Source: an optimization exercise on an open RTL-to-GDS flow (aim: small area). Production flows keep margins and buffers that such runs may drop.
The RTL was checked by simulation tests, not by an equivalence proof against the original design. No driver is modelled on the clock port, so clocking that relies on it looks cheaper here than on a real chip.

==> run a: inputs <==
==> flow/design.v <==
module dm_bus_responder #(
  parameter int unsigned DEPTH_WORDS = 64,
  parameter int unsigned WAIT_CYCLES = 2,
  parameter logic [31:0] BASE_ADDR   = 32'h0000_0000
) (
  input  logic        clk,
  input  logic        rst,
  input  logic        req,
  input  logic        we,
  input  logic [31:0] addr,
  input  logic [31:0] wdata,
  input  logic [3:0]  be,
  output logic [31:0] rdata,
  output logic        ready,
  output logic        err,
  output logic        busy
);
  localparam int NR = 11;   
  logic [1:0]    st_q;
  logic [1:0]    c_q;                  
  logic [2:0]    t_q;                  
  logic [NR-1:0] valid_q;
  logic [31:0]   dat_q;
  logic [5:0]  idx_q;
  logic        we_q, err_q;
  logic [3:0]  be_q;
  logic [NR-2:0][5:0][31:0] m_q;
  logic [3:0][31:0]         n_q;       
  logic idle;
  assign idle  = (st_q == 2'b00);
  assign ready = (st_q == 2'b10);
  assign busy  = ~idle;
  logic accept;
  assign accept = idle & req;
  logic [5:0] idx_d;
  logic       we_d, err_d;
  logic [3:0] be_d;
  logic       err_in;
  assign err_in = (addr[1:0] != 2'b00) || (addr[31:8] != 24'd0);
  assign idx_d  = idle ? addr[7:2] : idx_q;
  assign we_d   = idle ? we        : we_q;
  assign err_d  = idle ? err_in    : err_q;
  assign be_d   = idle ? be        : be_q;
  always_ff @(posedge clk) begin
    idx_q <= idx_d;
    we_q  <= we_d;
    err_q <= err_d;
    be_q  <= be_d;
  end
  logic [NR-1:0] rsel;
  logic [2:0]    slot;
  always_comb begin
    case (idx_d)
      6'd0: begin rsel = 11'd1 << 0; slot = 3'd0; end
      6'd1: begin rsel = 11'd1 << 0; slot = 3'd1; end
      6'd2: begin rsel = 11'd1 << 0; slot = 3'd2; end
      6'd3: begin rsel = 11'd1 << 0; slot = 3'd3; end
      6'd4: begin rsel = 11'd1 << 0; slot = 3'd4; end
      6'd5: begin rsel = 11'd1 << 0; slot = 3'd5; end
      6'd6: begin rsel = 11'd1 << 1; slot = 3'd0; end
      6'd7: begin rsel = 11'd1 << 1; slot = 3'd1; end
      6'd8: begin rsel = 11'd1 << 1; slot = 3'd2; end
      6'd9: begin rsel = 11'd1 << 1; slot = 3'd3; end
      6'd10: begin rsel = 11'd1 << 1; slot = 3'd4; end
      6'd11: begin rsel = 11'd1 << 1; slot = 3'd5; end
      6'd12: begin rsel = 11'd1 << 2; slot = 3'd0; end
      6'd13: begin rsel = 11'd1 << 2; slot = 3'd1; end
      6'd14: begin rsel = 11'd1 << 2; slot = 3'd2; end
      6'd15: begin rsel = 11'd1 << 2; slot = 3'd3; end
      6'd16: begin rsel = 11'd1 << 2; slot = 3'd4; end
      6'd17: begin rsel = 11'd1 << 2; slot = 3'd5; end
      6'd18: begin rsel = 11'd1 << 3; slot = 3'd0; end
      6'd19: begin rsel = 11'd1 << 3; slot = 3'd1; end
      6'd20: begin rsel = 11'd1 << 3; slot = 3'd2; end
      6'd21: begin rsel = 11'd1 << 3; slot = 3'd3; end
      6'd22: begin rsel = 11'd1 << 3; slot = 3'd4; end
      6'd23: begin rsel = 11'd1 << 3; slot = 3'd5; end
      6'd24: begin rsel = 11'd1 << 4; slot = 3'd0; end
      6'd25: begin rsel = 11'd1 << 4; slot = 3'd1; end
      6'd26: begin rsel = 11'd1 << 4; slot = 3'd2; end
      6'd27: begin rsel = 11'd1 << 4; slot = 3'd3; end
      6'd28: begin rsel = 11'd1 << 4; slot = 3'd4; end
      6'd29: begin rsel = 11'd1 << 4; slot = 3'd5; end
      6'd30: begin rsel = 11'd1 << 5; slot = 3'd0; end
      6'd31: begin rsel = 11'd1 << 5; slot = 3'd1; end
      6'd32: begin rsel = 11'd1 << 5; slot = 3'd2; end
      6'd33: begin rsel = 11'd1 << 5; slot = 3'd3; end
      6'd34: begin rsel = 11'd1 << 5; slot = 3'd4; end
      6'd35: begin rsel = 11'd1 << 5; slot = 3'd5; end
      6'd36: begin rsel = 11'd1 << 6; slot = 3'd0; end
      6'd37: begin rsel = 11'd1 << 6; slot = 3'd1; end
      6'd38: begin rsel = 11'd1 << 6; slot = 3'd2; end
      6'd39: begin rsel = 11'd1 << 6; slot = 3'd3; end
      6'd40: begin rsel = 11'd1 << 6; slot = 3'd4; end
      6'd41: begin rsel = 11'd1 << 6; slot = 3'd5; end
      6'd42: begin rsel = 11'd1 << 7; slot = 3'd0; end
      6'd43: begin rsel = 11'd1 << 7; slot = 3'd1; end
      6'd44: begin rsel = 11'd1 << 7; slot = 3'd2; end
      6'd45: begin rsel = 11'd1 << 7; slot = 3'd3; end
      6'd46: begin rsel = 11'd1 << 7; slot = 3'd4; end
      6'd47: begin rsel = 11'd1 << 7; slot = 3'd5; end
      6'd48: begin rsel = 11'd1 << 8; slot = 3'd0; end
      6'd49: begin rsel = 11'd1 << 8; slot = 3'd1; end
      6'd50: begin rsel = 11'd1 << 8; slot = 3'd2; end
      6'd51: begin rsel = 11'd1 << 8; slot = 3'd3; end
      6'd52: begin rsel = 11'd1 << 8; slot = 3'd4; end
      6'd53: begin rsel = 11'd1 << 8; slot = 3'd5; end
      6'd54: begin rsel = 11'd1 << 9; slot = 3'd0; end
      6'd55: begin rsel = 11'd1 << 9; slot = 3'd1; end
      6'd56: begin rsel = 11'd1 << 9; slot = 3'd2; end
      6'd57: begin rsel = 11'd1 << 9; slot = 3'd3; end
      6'd58: begin rsel = 11'd1 << 9; slot = 3'd4; end
      6'd59: begin rsel = 11'd1 << 9; slot = 3'd5; end
      6'd60: begin rsel = 11'd1 << 10; slot = 3'd0; end
      6'd61: begin rsel = 11'd1 << 10; slot = 3'd1; end
      6'd62: begin rsel = 11'd1 << 10; slot = 3'd2; end
      6'd63: begin rsel = 11'd1 << 10; slot = 3'd3; end
      default: begin rsel = '0; slot = 3'd0; end
    endcase
  end
  logic r4;                            
  assign r4 = rsel[NR-1];
  logic [2:0] pos6, pos;
  always_comb begin
    case ({slot, t_q})
      {3'd0, 3'd0}: pos6 = 3'd0;
      {3'd0, 3'd1}: pos6 = 3'd1;
      {3'd0, 3'd2}: pos6 = 3'd2;
      {3'd0, 3'd3}: pos6 = 3'd3;
      {3'd0, 3'd4}: pos6 = 3'd4;
      {3'd0, 3'd5}: pos6 = 3'd5;
      {3'd1, 3'd0}: pos6 = 3'd1;
      {3'd1, 3'd1}: pos6 = 3'd2;
      {3'd1, 3'd2}: pos6 = 3'd3;
      {3'd1, 3'd3}: pos6 = 3'd4;
      {3'd1, 3'd4}: pos6 = 3'd5;
      {3'd1, 3'd5}: pos6 = 3'd0;
      {3'd2, 3'd0}: pos6 = 3'd2;
      {3'd2, 3'd1}: pos6 = 3'd3;
      {3'd2, 3'd2}: pos6 = 3'd4;
      {3'd2, 3'd3}: pos6 = 3'd5;
      {3'd2, 3'd4}: pos6 = 3'd0;
      {3'd2, 3'd5}: pos6 = 3'd1;
      {3'd3, 3'd0}: pos6 = 3'd3;
      {3'd3, 3'd1}: pos6 = 3'd4;
      {3'd3, 3'd2}: pos6 = 3'd5;
      {3'd3, 3'd3}: pos6 = 3'd0;
      {3'd3, 3'd4}: pos6 = 3'd1;
      {3'd3, 3'd5}: pos6 = 3'd2;
      {3'd4, 3'd0}: pos6 = 3'd4;
      {3'd4, 3'd1}: pos6 = 3'd5;
      {3'd4, 3'd2}: pos6 = 3'd0;
      {3'd4, 3'd3}: pos6 = 3'd1;
      {3'd4, 3'd4}: pos6 = 3'd2;
      {3'd4, 3'd5}: pos6 = 3'd3;
      {3'd5, 3'd0}: pos6 = 3'd5;
      {3'd5, 3'd1}: pos6 = 3'd0;
      {3'd5, 3'd2}: pos6 = 3'd1;
      {3'd5, 3'd3}: pos6 = 3'd2;
      {3'd5, 3'd4}: pos6 = 3'd3;
      {3'd5, 3'd5}: pos6 = 3'd4;
      default: pos6 = 3'd0;
    endcase
  end
  assign pos = r4 ? {1'b0, slot[1:0] + c_q} : pos6;
  logic       in_odd;
  logic [2:0] dst;                     
  assign in_odd = pos[0];
  assign dst[0] = in_odd & (r4 ? (pos == 3'd3) : (pos == 3'd5));
  assign dst[1] = in_odd & (pos == 3'd1);
  assign dst[2] = in_odd & ~r4 & (pos == 3'd3);
  logic tap_a, tap_b;
  assign tap_a = (pos == 3'd1);
  assign tap_b = r4 ? (pos == 3'd3) : (pos == 3'd4);
  logic pol_odd, pol_even, pol_even1;
  assign pol_odd   = ~(c_q[1] ^ c_q[0]);
  assign pol_even  = c_q[1];
  assign pol_even1 = c_q[1] ^ c_q[0];
  logic vr;                            
  assign vr = |(rsel & valid_q);
  logic wr, set_ph;
  assign wr     = we_d & ~err_d & (accept | busy);
  assign set_ph = st_q[1];
  logic [31:0] tcol;                   
  logic        zcol;                   
  always_comb begin
    for (int i = 0; i < 32; i++)
      tcol[i] = wr & (be_d[i/8] | ~vr) &
                (~set_ph | ((dat_q[i] & be_q[i/8]) == pol_even1));
  end
  assign zcol = wr & ~vr & ~pol_even1;
  logic [2:0][31:0] col;
  always_comb begin
    for (int k = 0; k < 3; k++) col[k] = dst[k] ? tcol : {32{zcol}};
  end
  logic [NR-2:0][2:0][31:0] m_g;
  logic [1:0][31:0]         n_g;
  for (genvar r = 0; r < NR - 1; r++) begin : g_ring
    for (genvar k = 0; k < 3; k++) begin : g_even
      dm_bit_update u_bits (.sel(rsel[r]), .col(col[k]), .q(m_q[r][(2 * k + 5) % 6]), .d(m_g[r][k]));
    end
  end
  for (genvar k = 0; k < 2; k++) begin : g_even4
    dm_bit_update u_bits (.sel(r4), .col(col[k]), .q(n_q[(2 * k + 3) % 4]), .d(n_g[k]));
  end
  always_ff @(posedge clk) begin
    for (int r = 0; r < NR - 1; r++) begin
      for (int k = 0; k < 3; k++) begin
        m_q[r][2 * k]     <= m_g[r][k];
        m_q[r][2 * k + 1] <= m_q[r][2 * k];
      end
    end
    for (int k = 0; k < 2; k++) begin
      n_q[2 * k]     <= n_g[k];
      n_q[2 * k + 1] <= n_q[2 * k];
    end
  end
  logic [31:0] rd;
  always_comb begin
    rd = ({32{r4 & tap_a}} & n_q[1]) | ({32{r4 & tap_b}} & n_q[3]);
    for (int r = 0; r < NR - 1; r++)
      rd = rd | ({32{rsel[r] & tap_a}} & m_q[r][1]) | ({32{rsel[r] & tap_b}} & m_q[r][4]);
  end
  logic pol_rd;
  assign pol_rd = (tap_b & ~r4) ? pol_even : pol_odd;
  always_ff @(posedge clk) begin
    if (we_d) begin
      if (idle) dat_q <= wdata;
    end else if (tap_a | tap_b) begin
      dat_q <= rd ^ {32{pol_rd}};
    end
  end
  always_ff @(posedge clk or negedge rst) begin
    if (!rst) begin
      st_q    <= 2'b00;
      c_q     <= 2'd0;
      t_q     <= 3'd0;
      valid_q <= '0;
    end else begin
      c_q <= c_q + 2'd1;
      t_q <= (t_q == 3'd5) ? 3'd0 : t_q + 3'd1;
      case (st_q)
        2'b00:   st_q <= req ? 2'b01 : 2'b00;
        2'b01:   st_q <= 2'b11;
        2'b11:   st_q <= 2'b10;
        default: st_q <= 2'b00;
      endcase
      if (ready & we_q & ~err_q) valid_q <= valid_q | rsel;
    end
  end
  assign rdata = dat_q & {32{ready & ~we_q & ~err_q & vr}};
  assign err   = ready & err_q;
endmodule
module dm_bit_update (
  input  logic        sel,
  input  logic [31:0] col,
  input  logic [31:0] q,
  output logic [31:0] d
);
  assign d = ~(({32{sel}} & col) | q);
endmodule
==> flow/flow/run.sh <==
#!/bin/bash
# Own flow: the standard layout (standard.sh) with three knobs changed
# through ORFS environment variables:
#  - CTS without dummy loads, with larger sink clusters (fewer clock buffers);
#  - port buffers use buf_1 instead of the default cell;

# Synthesis is the standard one, unchanged.
set -euo pipefail
export CTS_ARGS="-sink_clustering_enable -repair_clock_nets -dont_use_dummy_load -sink_clustering_size 30 -sink_clustering_max_diameter 80"
export BUFFER_PORTS_ARGS="-buffer_cell sky130_fd_sc_hd__buf_1"
bash standard.sh > standard.log 2>&1
==> flow/standard.sh <==
#!/bin/bash
# synth_recipe.tcl (not shown) runs the flow's synth.tcl, then flattens the netlist and writes it again
# the make line also repeats each setting of config.mk as NAME=value (left out here)
make -C /OpenROAD-flow-scripts/flow DESIGN_CONFIG=/design/flow/config.mk WORK_HOME=/design/flow/orfs CLKGATE_MAP_FILE= SYNTH_SCRIPT=/design/flow/synth_recipe.tcl "${@:-finish}"
==> flow/config.mk <==
export PLATFORM = sky130hd
export DESIGN_NAME = dm_bus_responder
export DESIGN_NICKNAME = dm_bus_responder
export VERILOG_FILES = /design/flow/design.v
export SDC_FILE = /design/flow/constraint.sdc
export NUM_CORES = 4
export LEC_CHECK = 0
export CAP_MARGIN = 20
export CORE_MARGIN = 2
export CORE_UTILIZATION = 70
export CTS_CLUSTER_DIAMETER = 80
export CTS_CLUSTER_SIZE = 30
export PLACE_DENSITY = 0.8
export SLEW_MARGIN = 20
export SYNTH_HIERARCHICAL = 1
==> flow/constraint.sdc <==
create_clock -name core_clock -period 8.0 [get_ports {clk}]
set_input_delay 1.6000 -clock core_clock [delete_from_list [all_inputs] [get_ports {clk}]]
set_output_delay 1.6000 -clock core_clock [all_outputs]
set_load 0.01 [all_outputs]
==> run b: changes against run a <==
--- a/flow/design.v
+++ b/flow/design.v
@@ -188,8 +188,17 @@
       tcol[i] = wr & (be_d[i/8] | ~vr) &
-                (~set_ph | ((dat_q[i] & be_q[i/8]) == pol_even1));
+                (~set_ph | (be_q[i/8] ? dat_q[i] : ~pol_even1));
   end
   assign zcol = wr & ~vr & ~pol_even1;
+  logic [2:0]       gk;
   logic [2:0][31:0] col;
   always_comb begin
-    for (int k = 0; k < 3; k++) col[k] = dst[k] ? tcol : {32{zcol}};
+    for (int k = 0; k < 3; k++) begin
+      gk[k]  = dst[k] | zcol;
+      col[k] = tcol | {32{~dst[k]}};
+    end
+  end
+  logic [NR-1:0][2:0] row;
+  always_comb begin
+    for (int r = 0; r < NR; r++)
+      for (int k = 0; k < 3; k++) row[r][k] = rsel[r] & gk[k];
   end
@@ -199,3 +208,3 @@
     for (genvar k = 0; k < 3; k++) begin : g_even
-      dm_bit_update u_bits (.sel(rsel[r]), .col(col[k]), .q(m_q[r][(2 * k + 5) % 6]), .d(m_g[r][k]));
+      dm_bit_update u_bits (.sel(row[r][k]), .col(col[k]), .q(m_q[r][(2 * k + 5) % 6]), .d(m_g[r][k]));
     end
@@ -203,3 +212,3 @@
   for (genvar k = 0; k < 2; k++) begin : g_even4
-    dm_bit_update u_bits (.sel(r4), .col(col[k]), .q(n_q[(2 * k + 3) % 4]), .d(n_g[k]));
+    dm_bit_update u_bits (.sel(row[NR-1][k]), .col(col[k]), .q(n_q[(2 * k + 3) % 4]), .d(n_g[k]));
   end
@@ -217,7 +226,25 @@
   end
+  logic [20:0]       tsel;
+  logic [20:0][31:0] tdat;
+  always_comb begin
+    for (int r = 0; r < NR - 1; r++) begin
+      tsel[2 * r]     = rsel[r] & tap_a;
+      tsel[2 * r + 1] = rsel[r] & tap_b;
+      tdat[2 * r]     = m_q[r][1];
+      tdat[2 * r + 1] = m_q[r][4];
+    end
+    tsel[20] = r4 & tap_a;
+    tdat[20] = n_q[1];
+  end
+  logic [7:0][31:0] rd_n;              
+  for (genvar g = 0; g < 7; g++) begin : g_rd
+    dm_aoi3 u_aoi (.s0(tsel[3 * g]), .s1(tsel[3 * g + 1]), .s2(tsel[3 * g + 2]),
+                   .d0(tdat[3 * g]), .d1(tdat[3 * g + 1]), .d2(tdat[3 * g + 2]),
+                   .y(rd_n[g]));
+  end
+  assign rd_n[7] = ~({32{r4 & tap_b}} & n_q[3]);
   logic [31:0] rd;
   always_comb begin
-    rd = ({32{r4 & tap_a}} & n_q[1]) | ({32{r4 & tap_b}} & n_q[3]);
-    for (int r = 0; r < NR - 1; r++)
-      rd = rd | ({32{rsel[r] & tap_a}} & m_q[r][1]) | ({32{rsel[r] & tap_b}} & m_q[r][4]);
+    rd = '0;
+    for (int g = 0; g < 8; g++) rd = rd | ~rd_n[g];
   end
@@ -225,8 +252,11 @@
   assign pol_rd = (tap_b & ~r4) ? pol_even : pol_odd;
+  logic f_set;
+  assign f_set = in_odd ? ~(c_q[1] ^ c_q[0]) : c_q[1];
+  logic [31:0] dsrc;
+  logic        dpol, dload;
+  assign dsrc  = we_d ? wdata : rd;
+  assign dpol  = we_d ? ~f_set : pol_rd;
+  assign dload = we_d ? idle : (tap_a | tap_b);
   always_ff @(posedge clk) begin
-    if (we_d) begin
-      if (idle) dat_q <= wdata;
-    end else if (tap_a | tap_b) begin
-      dat_q <= rd ^ {32{pol_rd}};
-    end
+    if (dload) dat_q <= dsrc ^ {32{dpol}};
   end
@@ -261 +291,8 @@
 endmodule
+module dm_aoi3 (
+  input  logic        s0, s1, s2,
+  input  logic [31:0] d0, d1, d2,
+  output logic [31:0] y
+);
+  assign y = ~(({32{s0}} & d0) | ({32{s1}} & d1) | ({32{s2}} & d2));
+endmodule
==> flow/flow/run.sh (replaced) <==
#!/bin/bash
# Own flow: the standard layout (standard.sh) with two knobs changed
# through ORFS environment variables:
#  - CTS without dummy loads, with larger sink clusters (fewer clock buffers);
#  - port buffers use buf_1 instead of the default cell.
# Synthesis is the standard one, unchanged.
set -euo pipefail
export CTS_ARGS="-sink_clustering_enable -repair_clock_nets -dont_use_dummy_load -sink_clustering_size 32 -sink_clustering_max_diameter 80"
export BUFFER_PORTS_ARGS="-buffer_cell sky130_fd_sc_hd__buf_1"
bash standard.sh > standard.log 2>&1
==> summary.txt <==
Between run a and run b, the lower global-route usage is in run a (gap 7.9 points).
Cell area: run a is larger than run b (3.0%).
In run b the first-iteration DRC count is higher than in run a, by about 50%.

[static timing again, ports no longer ideal]
In the flow no input, the clock included, has a driving cell. The finished layouts below were timed again as built, in two steps.
Step 1 assumes that a clkbuf_16 drives the clock port and a buf_2 every other input.
Step 2 also shifts input and output timing later by t, the mid clock arrival at the registers, as if the neighbouring blocks saw the same clock.
Slacks: ideal ports / drivers / drivers and shift; pairs: ideal ports / drivers.
run	shift t [ns]	setup slack, ns	clock arrival spread, ns
run a	0.719	1.078 / 1.011 / 1.223	0.068 / 0.069
run b	0.710	0.944 / 0.876 / 0.999	0.076 / 0.076
After both steps every run listed still meets setup and hold.
